Source: an optimization exercise on an open RTL-to-GDS flow (aim: small area, a short achievable clock period and few clock cycles). Production flows keep margins and buffers that such runs may drop.
RTL that was checked went through simulation tests only; none was proved equivalent to the original.
Power figures rest on the tool's default switching activity, not on a simulated workload.

Setup of rev 12:
// voxel_ray_traversal_top
module voxel_ray_traversal_top #(
  parameter int MAX_STEPS        = 64,
  parameter int ORIGIN_FRAC_BITS = 8,
  parameter int DIR_FRAC_BITS    = 14
) (
  input  logic               clk_i,
  input  logic               rst_ni,
  input  logic               in_valid_i,
  output logic               in_ready_o,
  input  logic signed [23:0] origin_x_i,
  input  logic signed [23:0] origin_y_i,
  input  logic signed [23:0] origin_z_i,
  input  logic signed [15:0] dir_x_i,
  input  logic signed [15:0] dir_y_i,
  input  logic signed [15:0] dir_z_i,
  input  logic [6:0]         step_count_i,
  output logic               out_valid_o,
  input  logic               out_ready_i,
  output logic signed [15:0] voxel_x_o,
  output logic signed [15:0] voxel_y_o,
  output logic signed [15:0] voxel_z_o,
  output logic [1:0]         normal_axis_o,
  output logic               normal_negative_o,
  output logic [6:0]         step_index_o,
  output logic               last_o
);
Size: ~780 flip-flops, roughly 190 I/O pins, ~54000 sq um of cells after synthesis.
clock: 8.0 ns
lec_check: 0
cap_margin: 20
core_margin: 2
core_utilization: 40
slew_margin: 20
run.sh (not shown) runs the stock make flow with config.mk's settings and CLKGATE_MAP_FILE= SYNTH_SCRIPT=/design/flow/synth_recipe.tcl, a recipe that flattens the netlist after the stock synthesis.
Rev 12 went all the way through the flow, and no timing, DRC or antenna check failed.
Testbench counts of rev 12, summed over its fixed seeds: cycles 42,492.
For rev 13, these inputs were changed with respect to rev 12:
- SETUP_SLACK_MARGIN: unset -> 5
==> run notes <==
Of rev 13 and rev 12, the run reporting the lower number of ordinary and repair buffers in the finished layout was rev 12.
Looking at cell with the biggest individual delay on the critical path, the sky130_fd_sc_hd__a2111oi_0 result is from rev 12; the sky130_fd_sc_hd__or3b_4 one comes from rev 13.
Of rev 13 and rev 12, the higher area growth from synthesis to layout belongs to rev 13.
Cmp rev 13 and rev 12 / ratio of final minimum period to clock period / higher: rev 12
Side by side, fraction of final layout cells sized beyond drive strength 1 turned out higher in rev 13 than in rev 12.
Compared with rev 12, in rev 13 worst voltage drop across the vdd grid now sits higher, initial antenna violation count now sits higher, largest incremental delay on the critical path now sits lower.

Setup of oak:
Another version of the RTL of voxel_ray_traversal_top (not shown whole).
For scale: ~620 flip-flops, about 190 I/O pins, about 38000 µm² of cells after synthesis.
## voxel_ray_traversal_top
module voxel_ray_traversal_top #(
  parameter int MAX_STEPS        = 64,
  parameter int ORIGIN_FRAC_BITS = 8,
  parameter int DIR_FRAC_BITS    = 14
) (
  input  logic               clk_i,
  input  logic               rst_ni,
  input  logic               in_valid_i,
  output logic               in_ready_o,
  input  logic signed [23:0] origin_x_i,
  input  logic signed [23:0] origin_y_i,
  input  logic signed [23:0] origin_z_i,
  input  logic signed [15:0] dir_x_i,
  input  logic signed [15:0] dir_y_i,
  input  logic signed [15:0] dir_z_i,
  input  logic [6:0]         step_count_i,
  output logic               out_valid_o,
  input  logic               out_ready_i,
  output logic signed [15:0] voxel_x_o,
  output logic signed [15:0] voxel_y_o,
  output logic signed [15:0] voxel_z_o,
  output logic [1:0]         normal_axis_o,
  output logic               normal_negative_o,
  output logic [6:0]         step_index_o,
  output logic               last_o
);
Settings: LEC_CHECK=0, CAP_MARGIN=20, CORE_MARGIN=2, CORE_UTILIZATION=55, CTS_BUF_LIST=sky130_fd_sc_hd__clkbuf_8, CTS_CLUSTER_DIAMETER=60, CTS_CLUSTER_SIZE=18, PLACE_DENSITY=0.7, SETUP_SLACK_MARGIN=4.65, SLEW_MARGIN=20; clock period 8.0 ns.
oak was carried through to the last stage, and its layout satisfied the timing, DRC and antenna checks.
Testbench counts of oak, summed over its fixed seeds: cycles 44,325.
Relative to oak, the following input files were edited for pine:
# oak
export LEC_CHECK = 0
export CAP_MARGIN = 20
export CORE_MARGIN = 2
export CORE_UTILIZATION = 55
export CTS_BUF_LIST = sky130_fd_sc_hd__clkbuf_8
export CTS_CLUSTER_DIAMETER = 60
export CTS_CLUSTER_SIZE = 18
export PLACE_DENSITY = 0.7
export SETUP_SLACK_MARGIN = 4.65
export SLEW_MARGIN = 20
create_clock -name core_clock -period 8.0 [get_ports {clk_i}]
# pine
export LEC_CHECK = 0
export CAP_MARGIN = 20
export CORE_MARGIN = 2
export CORE_UTILIZATION = 40
export CTS_BUF_LIST = sky130_fd_sc_hd__clkbuf_16
export CTS_CLUSTER_DIAMETER = 60
export CTS_CLUSTER_SIZE = 20
export SETUP_SLACK_MARGIN = 4.5
export SLEW_MARGIN = 20
create_clock -name core_clock -period 8.0 [get_ports {clk_i}]
The final reports for pine and oak show worst hold slack lower in the former. The run showing the greater combined buffer and inverter count along the critical path is oak. Looking only at wire length, and setting everything else aside, the higher value of pine and oak goes to pine. Total global-route track usage ends up lower on pine. Diff pine and oak: post-place setup slack lower in oak. Against oak, final design instance area without fill in pine rose slightly. pine falls short of oak in total chip power. Higher via count was reported by oak, not pine. Number of multi-input logic gates: oak vs pine — no meaningful difference.
Changes in birch relative to pine:
# pine
export LEC_CHECK = 0
export CAP_MARGIN = 20
export CORE_MARGIN = 2
export CORE_UTILIZATION = 40
export CTS_BUF_LIST = sky130_fd_sc_hd__clkbuf_16
export CTS_CLUSTER_DIAMETER = 60
export CTS_CLUSTER_SIZE = 20
export SETUP_SLACK_MARGIN = 4.5
export SLEW_MARGIN = 20
create_clock -name core_clock -period 8.0 [get_ports {clk_i}]
# birch
export LEC_CHECK = 0
export CAP_MARGIN = 20
export CORE_MARGIN = 2
export CORE_UTILIZATION = 55
export CTS_BUF_LIST = sky130_fd_sc_hd__clkbuf_8
export CTS_CLUSTER_DIAMETER = 60
export CTS_CLUSTER_SIZE = 18
export SETUP_SLACK_MARGIN = 4.65
export SLEW_MARGIN = 20
export TNS_END_PERCENT = 30
create_clock -name core_clock -period 8.0 [get_ports {clk_i}]
## What came out
The lower maximum achievable frequency came out of birch.
Summary: with pine as the reference, non-clock buffer instance count of the final layout in birch moved up by more than 10%.
When birch is set beside pine, its die boundary height turns out to be 15% smaller.
#### Input delta (maple over birch)
# birch
export LEC_CHECK = 0
export CAP_MARGIN = 20
export CORE_MARGIN = 2
export CORE_UTILIZATION = 55
export CTS_BUF_LIST = sky130_fd_sc_hd__clkbuf_8
export CTS_CLUSTER_DIAMETER = 60
export CTS_CLUSTER_SIZE = 18
export SETUP_SLACK_MARGIN = 4.65
export SLEW_MARGIN = 20
export TNS_END_PERCENT = 30
create_clock -name core_clock -period 8.0 [get_ports {clk_i}]
# maple
export LEC_CHECK = 0
export CAP_MARGIN = 20
export CORE_MARGIN = 2
export CORE_UTILIZATION = 65
export CTS_BUF_LIST = sky130_fd_sc_hd__clkbuf_8
export CTS_CLUSTER_DIAMETER = 50
export CTS_CLUSTER_SIZE = 16
export SETUP_SLACK_MARGIN = 4.6
export SLEW_MARGIN = 20
create_clock -name core_clock -period 8.0 [get_ports {clk_i}]
Results
- maple: done, clean on timing, DRC and antenna
- The top metal layer carrying routed signals comes out met4 in one run and met5 in the other, namely in birch and maple respectively.
- Compared with birch, the router placed more vias in maple.
- Clock share of power: maple vs birch up 2.7 points
- maple: count of clock-buffer cells in the layout 22 above birch

voxel_ray_traversal_top, a different RTL version from the one above (not shown whole).
For scale: roughly 620 flip-flops, roughly 39000 um2 of cells after synthesis.
Settings: LEC_CHECK=0, CAP_MARGIN=20, CORE_MARGIN=2, CORE_UTILIZATION=40, CTS_BUF_LIST=sky130_fd_sc_hd__clkbuf_4 sky130_fd_sc_hd__clkbuf_8, CTS_CLUSTER_DIAMETER=40, CTS_CLUSTER_SIZE=10, SETUP_SLACK_MARGIN=4.5, SLEW_MARGIN=20; clock period 8.0 ns.
Next try:
CTS_BUF_LIST = sky130_fd_sc_hd__clkbuf_8   (was sky130_fd_sc_hd__clkbuf_4 sky130_fd_sc_hd__clkbuf_8)
CTS_CLUSTER_DIAMETER = 50   (was 40)
CTS_CLUSTER_SIZE = 14   (was 10)
Outcome: Worst setup slack degrades by 0.044 ns. Combinational power barely changes. First-iteration DRC count increases by 7.2%. Power decreases by about 3.3%. Routed wire length hardly moves. Non-clock buffer count decreases by 1. Via count decreases by about 0.5%.
No run of this note included a check of the RTL's function; only the layout flow was run.

## v6
voxel_ray_traversal_top, a different RTL version from the one above (not shown whole).
For scale: roughly 620 flip-flops, roughly 190 I/O pins, roughly 0.040 mm² of cells after synthesis.
==> flow/design.v (excerpt) <==
module voxel_ray_traversal_top #(
  parameter int MAX_STEPS        = 64,
  parameter int ORIGIN_FRAC_BITS = 8,
  parameter int DIR_FRAC_BITS    = 14
) (
  input  logic               clk_i,
  input  logic               rst_ni,
  input  logic               in_valid_i,
  output logic               in_ready_o,
  input  logic signed [23:0] origin_x_i,
  input  logic signed [23:0] origin_y_i,
  input  logic signed [23:0] origin_z_i,
  input  logic signed [15:0] dir_x_i,
  input  logic signed [15:0] dir_y_i,
  input  logic signed [15:0] dir_z_i,
  input  logic [6:0]         step_count_i,
  output logic               out_valid_o,
  input  logic               out_ready_i,
  output logic signed [15:0] voxel_x_o,
  output logic signed [15:0] voxel_y_o,
  output logic signed [15:0] voxel_z_o,
  output logic [1:0]         normal_axis_o,
  output logic               normal_negative_o,
  output logic [6:0]         step_index_o,
  output logic               last_o
);
export LEC_CHECK = 0
export CAP_MARGIN = 20
export CORE_MARGIN = 2
export CORE_UTILIZATION = 40
export SETUP_SLACK_MARGIN = 4.8
export SLEW_MARGIN = 20
create_clock -name core_clock -period 8.0 [get_ports {clk_i}]
v6 reached the end of the flow, and the finished layout is clean on the timing, DRC and antenna checks.
Testbench counts of v6, summed over its fixed seeds: cycles 43,688.
Changes in v7 relative to v6:
Settings: swapping 4.8 for 4.5 in SETUP_SLACK_MARGIN.
==> comparison <==
v7 ran to completion and came out clean on the timing, DRC and antenna checks.
Diff v6 -> v7: post-route clock period utilization went down by 0.51 points, sequential share of layout area went up by 3.3 points, critical path depth went down by 2, maximum frequency went up by 1.1%, non-filler instance count after layout went down by 4.3%.
Share of power burned in the clock network was higher in v7 than in v6.
A worst setup path endpoint of g_div[0].u_max.rem_q[4] is what v6 shows, while g_div[1].u_del.quo_q[0] belongs to v7.
Summed area of non-filler cells in the final layout: v6 and v7 compared, lower one is v7

run 1:
voxel_ray_traversal_top with an RTL version that a note above also has.
Size in the first run: ~3,700 cells after synthesis, roughly 190 I/O pins, roughly 0.038 mm2 of cells after synthesis.
make LEC_CHECK=0 CAP_MARGIN=10 CORE_MARGIN=2 CORE_UTILIZATION=55 CTS_BUF_LIST=sky130_fd_sc_hd__clkbuf_8 CTS_CLUSTER_DIAMETER=60 CTS_CLUSTER_SIZE=18 SETUP_SLACK_MARGIN=4.65 SLEW_MARGIN=10 finish   # period 8.0 ns
Testbench counts of run 1, summed over its fixed seeds: cycles 44,325.
For run 2, these inputs were changed with respect to run 1:
Settings: swapping 10 for 20 in SLEW_MARGIN; swapping 10 for 20 in CAP_MARGIN; swapping 18 for 14 in CTS_CLUSTER_SIZE; swapping 60 for 50 in CTS_CLUSTER_DIAMETER.
--- outcome ---
Reported for run 1 and run 2, count of sequential standard cells turned out identical to the last digit.
Measured against run 1, the clock buffer count in the final layout of run 2 comes out at 1.6 times the reference value.
Non-clock buffer count grows by a few percent when moving from run 1 to run 2.
Worst hold slack for run 2: 11 ps down relative to run 1
When run 2 is set beside run 1, its logic depth of the worst path, buffers included turns out to be 2 smaller.
Run 2 ended up with a higher first-pass GRT wire length than run 1 did.
Sequential element share of the synthesized area came out exactly the same in run 1 and run 2.
Wire length was higher in run 2 than in run 1.
Max freq run 1 -> run 2: improved
Diff run 1 -> run 2 | via count | increase of 1.0%
Run 2 reports a higher detailed-routed wire length on met2 than run 1 does.
The following lists how run 3 was set up differently from run 2:
Settings: CTS_CLUSTER_SIZE changed from 14 to 18; CORE_UTILIZATION changed from 55 to 50; CTS_CLUSTER_DIAMETER changed from 50 to 60.
### Flow results
Run 3 does worse than run 2 on worst setup skew after layout.
Going from run 2 to run 3, the final critical-path required period was found to have gone down by 4.1 ps.
After detailed routing, run 2 needs less wire than run 3.
The final area of run 3 was inferior to that of run 2.
Lower combinational power share goes to run 2 over run 3.
Looking only at met1 routed wirelength after detailed routing, and setting everything else aside, the lower value of run 2 and run 3 goes to run 2.
Compare run 2 and run 3 | number of tap instances lower: run 2
On run 3: slew of the pin with the lowest slew margin is 32 ps lower than what run 2 gave.
Run 3 ends up with a clock power share that is 1.6 points lower than in run 2.

Setup of lane 5:
The RTL this note starts from:
==> flow/design.v <==
`timescale 1ns / 1ps
package vrt_pkg;
  localparam logic [31:0] DIST_MAX = 32'hFFFF_FFFF;
  localparam logic [1:0] AXIS_X = 2'd0;
  localparam logic [1:0] AXIS_Y = 2'd1;
  localparam logic [1:0] AXIS_Z = 2'd2;
endpackage
`timescale 1ns / 1ps
module vrt_div (
  input  logic        clk_i,
  input  logic        load_i,
  input  logic        run_i,
  input  logic [15:0] rem_i,
  input  logic [30:0] quo_i,
  input  logic [15:0] den_i,
  output logic [30:0] quo_o
);
  logic [15:0] rem_q, x, nxt;
  logic [30:0] quo_q;
  always_comb begin
    x   = {rem_q[14:0], quo_q[30]};
    nxt = rem_q[15] ? x + den_i : x - den_i;
  end
  always_ff @(posedge clk_i) begin
    rem_q <= load_i ? rem_i : nxt;
    if (load_i) begin
      quo_q <= quo_i;
    end else if (run_i) begin
      quo_q <= {quo_q[29:0], !nxt[15]};
    end
  end
  assign quo_o = quo_q;
endmodule
`timescale 1ns / 1ps
module voxel_ray_traversal_top #(
  parameter int MAX_STEPS        = 64,
  parameter int ORIGIN_FRAC_BITS = 8,
  parameter int DIR_FRAC_BITS    = 14
) (
  input  logic               clk_i,
  input  logic               rst_ni,
  input  logic               in_valid_i,
  output logic               in_ready_o,
  input  logic signed [23:0] origin_x_i,
  input  logic signed [23:0] origin_y_i,
  input  logic signed [23:0] origin_z_i,
  input  logic signed [15:0] dir_x_i,
  input  logic signed [15:0] dir_y_i,
  input  logic signed [15:0] dir_z_i,
  input  logic [6:0]         step_count_i,
  output logic               out_valid_o,
  input  logic               out_ready_i,
  output logic signed [15:0] voxel_x_o,
  output logic signed [15:0] voxel_y_o,
  output logic signed [15:0] voxel_z_o,
  output logic [1:0]         normal_axis_o,
  output logic               normal_negative_o,
  output logic [6:0]         step_index_o,
  output logic               last_o
);
  logic        s_idle_q, s_prep1_q, s_prep2_q, s_run_q, s_done_q, s_wait_q;
  logic [6:0]  d_cnt7_q;          
  logic [15:0] den_q [3];         
  logic [15:0] vo_q [3];          
  logic [7:0]  lo_q [3];          
  logic        neg_q [3];         
  logic        zero_q [3];        
  logic [4:0]  it_q [3];          
  logic [8:0]  face_q [3];        
  logic [30:0] qmax [3];
  logic [30:0] qdel [3];
  logic [6:0]  d_n;
  logic        take, first_step, accept, run_end;
  assign in_ready_o = s_idle_q;
  assign accept     = s_idle_q && in_valid_i;
  assign d_n        = (d_cnt7_q > 7'(MAX_STEPS)) ? 7'(MAX_STEPS) : d_cnt7_q;
  logic [8:0]  face [3];
  logic [15:0] vinit [3];
  logic [15:0] dmag [3];
  logic [4:0]  skip [3];
  logic [46:0] shm [3];
  logic [46:0] shd [3];
  logic        it_end [3];
  always_comb begin
    run_end = 1'b1;
    for (int a = 0; a < 3; a++) begin
      logic [7:0]  g;
      logic [14:0] dm;
      logic        c, dz, dp, osign;
      osign = vo_q[a][15];
      dz    = (den_q[a] == 16'd0);
      dp    = !den_q[a][15] && !dz;
      dmag[a] = den_q[a][15] ? 16'(-den_q[a]) : den_q[a];
      g = {!lo_q[a][7], lo_q[a][6:0]};
      if (g == 8'd0) begin
        face[a] = (osign != dp) ? 9'd256 : 9'd0;
      end else begin
        face[a] = dp ? 9'd256 - {1'b0, g} : {1'b0, g};
      end
      c = osign ? (lo_q[a][7] && (lo_q[a][6:0] != 7'd0)) : lo_q[a][7];
      vinit[a] = vo_q[a] + 16'(c);
      dm = den_q[a][14:0] ^ {15{den_q[a][15]}};
      skip[a] = 5'd0;
      for (int b = 1; b < 15; b++) begin
        if (dm[b]) skip[a] = 5'(b);
      end
      shm[a] = {16'd0, face_q[a], 22'd0} << it_q[a][3:0];
      shd[a] = {16'd0, 1'b1, 30'd0} << it_q[a][3:0];
      it_end[a] = (it_q[a] <= 5'd1);
      run_end = run_end && it_end[a];
    end
  end
  logic [23:0] org_in [3];
  logic [15:0] dir_in [3];
  assign org_in[0] = origin_x_i;
  assign org_in[1] = origin_y_i;
  assign org_in[2] = origin_z_i;
  assign dir_in[0] = dir_x_i;
  assign dir_in[1] = dir_y_i;
  assign dir_in[2] = dir_z_i;
  always_ff @(posedge clk_i) begin
    if (s_idle_q) begin
      d_cnt7_q <= step_count_i;
      for (int a = 0; a < 3; a++) begin
        den_q[a] <= dir_in[a];
        vo_q[a]  <= org_in[a][23:8];
      end
    end else if (s_prep1_q) begin
      for (int a = 0; a < 3; a++) begin
        den_q[a]  <= dmag[a];
        vo_q[a]   <= vinit[a];
        zero_q[a] <= (den_q[a] == 16'd0);
        neg_q[a]  <= den_q[a][15] || (den_q[a] == 16'd0);
      end
    end
    for (int a = 0; a < 3; a++) begin
      lo_q[a]   <= org_in[a][7:0];
      face_q[a] <= face[a];
    end
    for (int a = 0; a < 3; a++) begin
      if (s_prep1_q) begin
        it_q[a] <= skip[a];
      end else if (s_prep2_q) begin
        it_q[a] <= zero_q[a] ? 5'd0 : 5'd31 - it_q[a];
      end else if (it_q[a] != 5'd0) begin
        it_q[a] <= it_q[a] - 5'd1;
      end
    end
  end
  for (genvar a = 0; a < 3; a++) begin : g_div
    logic run_a;
    assign run_a = s_run_q && (it_q[a] != 5'd0);
    vrt_div u_max (
      .clk_i (clk_i),
      .load_i(s_prep2_q),
      .run_i (run_a),
      .rem_i (shm[a][46:31]),
      .quo_i (shm[a][30:0]),
      .den_i (den_q[a]),
      .quo_o (qmax[a])
    );
    vrt_div u_del (
      .clk_i (clk_i),
      .load_i(s_prep2_q),
      .run_i (run_a),
      .rem_i (shd[a][46:31]),
      .quo_i (shd[a][30:0]),
      .den_i (den_q[a]),
      .quo_o (qdel[a])
    );
  end
  logic        w_act_q, w_first_q;
  logic [6:0]  w_cnt_q;
  logic        w_neg_q [3];
  logic [31:0] tmax_q [3];
  logic [30:0] tdel_q [3];
  logic        out_valid_q;
  logic        step, w_end, last_now;
  logic [6:0]  k_now;
  logic        lt_xy, lt_xz, lt_yz;
  logic        sel [3];
  logic [32:0] tsum [3];
  logic [31:0] tnext [3];
  logic [15:0] vbase [3];
  logic [15:0] vstay [3];
  logic [15:0] vmove [3];
  logic [15:0] vnew [3];
  logic [1:0]  ax;
  always_comb begin
    step       = w_act_q && (!out_valid_q || out_ready_i);
    first_step = step && w_first_q;
    k_now      = w_first_q ? 7'd1 : step_index_o + 7'd1;
    last_now   = (k_now == w_cnt_q);
    w_end      = step && last_now;
    take       = s_done_q && (!w_act_q || w_end);
    lt_xy  = tmax_q[0] < tmax_q[1];
    lt_xz  = tmax_q[0] < tmax_q[2];
    lt_yz  = tmax_q[1] < tmax_q[2];
    sel[0] = lt_xy && lt_xz;
    sel[1] = !lt_xy && lt_yz;
    sel[2] = !sel[0] && !sel[1];
    ax     = sel[0] ? vrt_pkg::AXIS_X : sel[1] ? vrt_pkg::AXIS_Y : vrt_pkg::AXIS_Z;
    vbase[0] = voxel_x_o;
    vbase[1] = voxel_y_o;
    vbase[2] = voxel_z_o;
    for (int a = 0; a < 3; a++) begin
      tsum[a]  = {1'b0, tmax_q[a]} + {2'b00, tdel_q[a]};
      tnext[a] = tsum[a][31:0] | {32{tsum[a][32]}};
      vstay[a] = w_first_q ? vo_q[a] : vbase[a];
      vmove[a] = w_neg_q[a] ? vstay[a] - 16'd1 : vstay[a] + 16'd1;
      vnew[a]  = sel[a] ? vmove[a] : vstay[a];
    end
  end
  always_ff @(posedge clk_i) begin
    if (take) begin
      w_cnt_q <= d_n;
      for (int a = 0; a < 3; a++) begin
        w_neg_q[a] <= neg_q[a];
        tmax_q[a]  <= {1'b0, qmax[a]} | {32{zero_q[a]}};
        tdel_q[a]  <= qdel[a];
      end
    end else if (step) begin
      for (int a = 0; a < 3; a++) begin
        if (sel[a]) tmax_q[a] <= tnext[a];
      end
    end
    if (take) begin
      w_first_q <= 1'b1;
    end else if (step) begin
      w_first_q <= 1'b0;
    end
    if (step) begin
      voxel_x_o         <= vnew[0];
      voxel_y_o         <= vnew[1];
      voxel_z_o         <= vnew[2];
      normal_axis_o     <= ax;
      normal_negative_o <= !(sel[0] ? w_neg_q[0] : sel[1] ? w_neg_q[1] : w_neg_q[2]);
      step_index_o      <= k_now;
      last_o            <= last_now;
    end
  end
  always_ff @(posedge clk_i or negedge rst_ni) begin
    if (!rst_ni) begin
      s_idle_q    <= 1'b1;
      s_prep1_q   <= 1'b0;
      s_prep2_q   <= 1'b0;
      s_run_q     <= 1'b0;
      s_done_q    <= 1'b0;
      s_wait_q    <= 1'b0;
      w_act_q     <= 1'b0;
      out_valid_q <= 1'b0;
    end else begin
      if (accept) begin
        s_idle_q  <= 1'b0;
        s_prep1_q <= 1'b1;
      end
      if (s_prep1_q) begin
        s_prep1_q <= 1'b0;
        if (d_n == 7'd0) begin
          s_idle_q <= 1'b1;
        end else begin
          s_prep2_q <= 1'b1;
        end
      end
      if (s_prep2_q) begin
        s_prep2_q <= 1'b0;
        s_run_q   <= 1'b1;
      end
      if (s_run_q && run_end) begin
        s_run_q  <= 1'b0;
        s_done_q <= 1'b1;
      end
      if (take) begin
        s_done_q <= 1'b0;
        s_wait_q <= 1'b1;
      end
      if (first_step) begin
        s_wait_q <= 1'b0;
        s_idle_q <= 1'b1;
      end
      if (take) begin
        w_act_q <= 1'b1;
      end else if (w_end) begin
        w_act_q <= 1'b0;
      end
      if (step) begin
        out_valid_q <= 1'b1;
      end else if (out_ready_i) begin
        out_valid_q <= 1'b0;
      end
    end
  end
  assign out_valid_o = out_valid_q;
endmodule
Settings: LEC_CHECK=0, CAP_MARGIN=20, CORE_MARGIN=2, CORE_UTILIZATION=40, SETUP_SLACK_MARGIN=4.0, SLEW_MARGIN=20; clock period 8.0 ns.
--- input diff lane 5..lane 2 ---
Settings: SETUP_SLACK_MARGIN changed from 4.0 to 4.7.
--- outcome ---
Met1 usage in global routing: lane 2 and lane 5 compared, lower one is lane 5. Sort lane 2 and lane 5 by transition time at the pin with the least slew margin desc -> top: lane 2. Diff lane 5 -> lane 2: first-iteration DRC count grew by 304, design area grew by 7.3%. Lane 2: clock share of power 1.7 points below lane 5. Delta (lane 2 minus lane 5): setup slack has increased, fraction of standard cell area in multi-input logic has decreased, total power of the final layout has increased, pre-CTS worst setup slack has increased. Lane 5 has a lower via count than lane 2.
No run of this note included a check of the RTL's function; only the layout flow was run.

## static timing again, ports no longer ideal
The flow's constraints put no driver on any port. The routed layouts listed below were extracted and timed again, unchanged, in two steps. Step 1 (the two cells are an assumption about what drives the block):
set clk [get_ports {clk_i}]
set_driving_cell -lib_cell sky130_fd_sc_hd__clkbuf_16 $clk
set_driving_cell -lib_cell sky130_fd_sc_hd__buf_2 [delete_from_list [all_inputs] $clk]
Step 2 adds t to the input delays and takes it off the output delays; t is the mean of the earliest and latest rising clock arrival at the registers after step 1. Input paths then give back, and output paths get back, about the clock's delay inside the block. Three values: ideal, step 1, step 2; two values: the first two.
run	t, ns	setup WS [ns]	cell pins on the clock port's net
rev 12	0.768	2.843 / 2.843 / 2.806	1
rev 13	0.774	3.751 / 3.751 / 3.751	1
oak	0.756	4.540 / 4.540 / 3.938	1
pine	0.741	4.524 / 4.528 / 3.824	1
birch	0.758	4.473 / 4.493 / 3.739	1
maple	0.743	4.532 / 4.532 / 3.924	1
the first run of note 3	0.816	4.501 / 4.503 / 3.723	1
the second run of note 3	0.752	4.457 / 4.395 / 3.776	1
v6	0.702	4.389 / 4.402 / 3.700	1
v7	0.701	4.430 / 4.456 / 3.755	1
run 1	0.778	4.510 / 4.510 / 3.903	1
run 2	0.766	4.629 / 4.625 / 3.885	1
run 3	0.743	4.633 / 4.655 / 3.913	1
lane 5	0.742	4.122 / 4.050 / 3.737	1
lane 2	0.733	4.312 / 4.312 / 4.028	1
After both steps every run listed still meets setup and hold. For the first run of note 3, which loses most, drivers alone change the setup slack by +0.002 ns; drivers and shift together by -0.778 ns.
